This is an optimization exercise on Yosys and OpenROAD, whose aim is small area, a short achievable clock period and few clock cycles, not a production implementation.
Power figures rest on the tool's default switching activity, not on a simulated workload.

==> garnet: inputs <==
// text_to_integer_any_base
module text_to_integer_any_base
(
    input  wire logic                             clk,
    input  wire logic                             rst_n,
    input  wire logic                             s_tvalid,
    output logic                                  s_tready,
    input  wire logic [7:0]                       s_tdata,    
    input  wire logic                             s_tlast,    
    output logic                                  m_tvalid,
    input  wire logic                             m_tready,
    output logic [31:0]                           m_tdata,    
    output logic                                  m_tuser,    
    input  wire logic                             psel,
    input  wire logic                             penable,
    input  wire logic                             pwrite,
    input  wire logic [tti_pkg::ADDR_W-1:0]       paddr,
    input  wire logic [tti_pkg::CFG_W-1:0]        pwdata,
    output logic [tti_pkg::CFG_W-1:0]             prdata,
    output logic                                  pready
);
    localparam logic [1:0] PH_SPACE  = 2'd0;
    localparam logic [1:0] PH_SIGN   = 2'd1;
    localparam logic [1:0] PH_DIGIT  = 2'd2;
    localparam logic [1:0] PH_FROZEN = 2'd3;
    logic [63:0] lo_q;
    logic [63:0] hi_q;
    logic [4:0]  len_q;
    logic        lo_v;
    logic        hi_v;
    logic        len_v;
    logic [3:0]  rd_lo;       
    logic [3:0]  rd_hi;
    logic        rd_len;
    logic        cfg_write;
    logic [1:0]  cfg_idx;
    assign pready    = 1'b1;
    assign cfg_write = psel && penable && pwrite;
    assign cfg_idx   = paddr[4:3];
    always_ff @(posedge clk)
    begin
        if (cfg_write && (cfg_idx == tti_pkg::REG_DIGITS_LOW))
            lo_q <= pwdata;
        if (cfg_write && (cfg_idx == tti_pkg::REG_DIGITS_HIGH))
            hi_q <= pwdata;
  ...
Settings: LEC_CHECK=0, CAP_MARGIN=20, CORE_MARGIN=2, CORE_UTILIZATION=40, PLACE_DENSITY=0.6, SETUP_SLACK_MARGIN=5, SLEW_MARGIN=20, TNS_END_PERCENT=5; clock period 8.0 ns.
run.sh (not shown) runs the stock make flow with config.mk's settings and CLKGATE_MAP_FILE= SYNTH_SCRIPT=/design/flow/synth_recipe.tcl, a recipe that flattens the netlist after the stock synthesis.
==> inputs of raven, as changes to garnet <==
--- a/flow/design.v
+++ b/flow/design.v
@@ -54,14 +54,14 @@
     logic [63:0] lo_q;
     logic [63:0] hi_q;
     logic [4:0]  len_q;
     logic        lo_v;
     logic        hi_v;
     logic        len_v;
-    logic [3:0]  rd_lo;       
-    logic [3:0]  rd_hi;
+    logic        rd_lo;
+    logic        rd_hi;
     logic        rd_len;
     logic        cfg_write;
     logic [1:0]  cfg_idx;
     assign pready    = 1'b1;
     assign cfg_write = psel && penable && pwrite;
     assign cfg_idx   = paddr[4:3];
@@ -70,21 +70,15 @@
         if (cfg_write && (cfg_idx == tti_pkg::REG_DIGITS_LOW))
             lo_q <= pwdata;
         if (cfg_write && (cfg_idx == tti_pkg::REG_DIGITS_HIGH))
             hi_q <= pwdata;
         if (cfg_write && (cfg_idx == tti_pkg::REG_BASE_LENGTH))
             len_q <= pwdata[4:0];
-        rd_lo[0] <= (cfg_idx == tti_pkg::REG_DIGITS_LOW) && lo_v;
-        rd_lo[1] <= (cfg_idx == tti_pkg::REG_DIGITS_LOW) && lo_v && psel;
-        rd_lo[2] <= (cfg_idx == tti_pkg::REG_DIGITS_LOW) && lo_v && !penable;
-        rd_lo[3] <= (cfg_idx == tti_pkg::REG_DIGITS_LOW) && lo_v && psel && !penable;
-        rd_hi[0] <= (cfg_idx == tti_pkg::REG_DIGITS_HIGH) && hi_v;
-        rd_hi[1] <= (cfg_idx == tti_pkg::REG_DIGITS_HIGH) && hi_v && psel;
-        rd_hi[2] <= (cfg_idx == tti_pkg::REG_DIGITS_HIGH) && hi_v && !penable;
-        rd_hi[3] <= (cfg_idx == tti_pkg::REG_DIGITS_HIGH) && hi_v && psel && !penable;
-        rd_len   <= (cfg_idx == tti_pkg::REG_BASE_LENGTH) && len_v;
+        rd_lo  <= (cfg_idx == tti_pkg::REG_DIGITS_LOW)  && lo_v;
+        rd_hi  <= (cfg_idx == tti_pkg::REG_DIGITS_HIGH) && hi_v;
+        rd_len <= (cfg_idx == tti_pkg::REG_BASE_LENGTH) && len_v;
     end
     always_ff @(posedge clk or negedge rst_n)
     begin
         if (!rst_n)
         begin
             lo_v  <= 1'b0;
@@ -98,18 +92,14 @@
             if (cfg_idx == tti_pkg::REG_DIGITS_HIGH)
                 hi_v <= 1'b1;
             if (cfg_idx == tti_pkg::REG_BASE_LENGTH)
                 len_v <= 1'b1;
         end
     end
-    always_comb
-    begin
-        for (int i = 0; i < 64; i++)
-            prdata[i] = (rd_lo[i / 16] && lo_q[i]) || (rd_hi[i / 16] && hi_q[i]);
-        prdata[4:0] = prdata[4:0] | ({5{rd_len}} & len_q);
-    end
+    assign prdata = ({64{rd_lo}} & lo_q) | ({64{rd_hi}} & hi_q) |
+                    {59'd0, {5{rd_len}} & len_q};
     logic       busy;        
     logic [3:0] cnt;         
     logic       ok_q;        
     logic [7:0]  alpha [16];
     logic [7:0]  a_sel;
     logic [7:0]  c;
@@ -232,14 +222,13 @@
     logic [31:0] acc_q;
     logic [31:0] acc_n;
     logic        acc_we;
     logic        pre;
     logic        dig;
     logic        hit;
-    logic        dgt_q;                 
-    logic        oneg_q;                
+    logic        xo;                    
     logic [31:0] ta;
     logic [31:0] tb;
     logic [31:0] tc;
     logic [31:0] sum;
     assign pre = !phase_q[1];
     assign dig = (phase_q == PH_DIGIT);
@@ -267,13 +256,12 @@
                 phase_n = PH_FROZEN;
         end
     end
     logic        ra1, ra2, ra3, ra4, rb1, rb2, rb1n, rcp, rcn;
     logic [4:0]  rkn;                   
     logic        rkp;                   
-    logic [4:0]  kc_q;                  
     logic        ra1_n, ra2_n, ra3_n, ra4_n, rb1_n, rb2_n, rb1n_n, rcp_n, rcn_n;
     always_comb
     begin
         ra1_n = 1'b0; ra2_n = 1'b0; ra3_n = 1'b0; ra4_n = 1'b0;
         rb1_n = 1'b0; rb2_n = 1'b0; rb1n_n = 1'b0;
         rcp_n = 1'b0; rcn_n = 1'b0;
@@ -306,13 +294,12 @@
         rb2  <= rb2_n;
         rb1n <= rb1n_n;
         rcp  <= rcp_n;
         rcn  <= rcn_n;
         rkn  <= (len_q - 5'd1) + {4'd0, rb1n_n || rcn_n};
         rkp  <= rb1n_n || rcn_n;
-        kc_q <= neg_q ? rkn : {4'd0, rkp};
     end
     logic        gh;                    
     logic        gn;                    
     logic        hv;                    
     logic [4:0]  kp;
     logic [31:0] s1;
@@ -325,63 +312,58 @@
     assign gn  = dig && !hit;
     assign ta  = ({32{ra1}} & {acc_q[30:0], 1'b0}) | ({32{ra2}} & {acc_q[29:0], 2'b0}) |
                  ({32{ra3}} & {acc_q[28:0], 3'b0}) | ({32{ra4}} & {acc_q[27:0], 4'b0});
     assign tb  = ({32{rb1}} & {acc_q[30:0], 1'b0}) | ({32{rb2}} & {acc_q[29:0], 2'b0}) |
                  ({32{rb1n}} & ~{acc_q[30:0], 1'b0});
     assign tc  = ({32{rcp}} & acc_q) | ({32{rcn}} & ~acc_q);
-    assign kp  = {1'b0, main_b.d} + kc_q;
+    assign kp  = {1'b0, main_b.d} + (neg_q ? rkn : {4'd0, rkp});
     assign s1  = ta ^ tb ^ tc;
     assign c1  = {(ta[30:0] & tb[30:0]) | (ta[30:0] & tc[30:0]) | (tb[30:0] & tc[30:0]), 1'b0};
     assign s2  = s1 ^ c1 ^ {27'd0, kp};
     assign c2  = {(s1[30:0] & c1[30:0]) | (s1[30:0] & {26'd0, kp}) | (c1[30:0] & {26'd0, kp}),
                   1'b0};
     assign sum = s2 + c2;
     assign pv  = !hv ? 32'd0 :
                  !neg_q ? {28'd0, main_b.d} :
                  (main_b.d == 4'd0) ? 32'hFFFF_FFFF : {28'd0, main_b.d - 4'd1};
-    assign acc_n  = gh ? sum : pv;
-    assign acc_we = fire && (pre || gh);
+    assign xo  = neg_q && (hv ? main_b.last : dig);
+    assign acc_n  = (gh ? sum : gn ? acc_q : pv) ^ {32{xo}};
+    assign acc_we = fire && (phase_q != PH_FROZEN);
     always_ff @(posedge clk)
     begin
         if (acc_we)
             acc_q <= acc_n;
-        if (fire && main_b.last)
-            oneg_q <= neg_q && (dgt_q || (pre && hv));
     end
     always_ff @(posedge clk or negedge rst_n)
     begin
         if (!rst_n)
         begin
             phase_q <= PH_SPACE;
             neg_q   <= 1'b0;
-            dgt_q   <= 1'b0;
             out_v   <= 1'b0;
         end
         else
         begin
             if (fire)
             begin
                 if (main_b.last)
                 begin
                     phase_q <= PH_SPACE;
                     neg_q   <= 1'b0;
-                    dgt_q   <= 1'b0;
                 end
                 else
                 begin
                     phase_q <= phase_n;
                     neg_q   <= neg_n;
-                    if (pre && hv)
-                        dgt_q <= 1'b1;
                 end
             end
             if (fire && main_b.last)
                 out_v <= 1'b1;
             else if (m_tready)
                 out_v <= 1'b0;
         end
     end
     assign m_tvalid = out_v;
-    assign m_tdata  = acc_q ^ {32{oneg_q}};
+    assign m_tdata  = acc_q;
     assign m_tuser  = ok_q;
 endmodule
 `default_nettype wire
==> notes <==
- Against garnet, the flip-flop and latch count of raven is lower by 13.
- In critical path depth, raven and garnet do not differ.
- In garnet the via count is higher than in raven, by about 24%.
- Of raven and garnet, garnet has the higher synthesized area (gap 9.9%, measured against garnet).
- In raven the first-iteration DRC count is lower than in garnet, by about 12%.
- Against raven, the sequential power of garnet is lower by about 2%.
- Cell count: garnet is higher than raven (about 15%).
Function was not checked in any run of this note: the RTL went through the layout flow alone.

[separate check: timing with driven ports]
The flow's constraints put no driver on any port. The routed layouts listed below were extracted and timed again, unchanged, in two steps. Step 1, drivers: a clkbuf_16 drives clk and a buf_2 each remaining input, both assumed. Step 2 also shifts input and output timing later by t, the mid clock arrival at the registers, as if the neighbouring blocks saw the same clock. a / b / c = ideal ports / drivers / drivers and shift; a / b = the first two.
run | t, ns | slack for setup (ns) | latest minus earliest clock arrival (ns) | worst register clock-pin slew, ns
garnet | 0.610 | 3.190 / 3.190 / 3.190 | 0.009 / 0.010 | 0.06 / 0.06
raven | 0.593 | 3.325 / 3.325 / 3.325 | 0.011 / 0.010 | 0.07 / 0.07
After both steps every run listed still meets setup and hold.
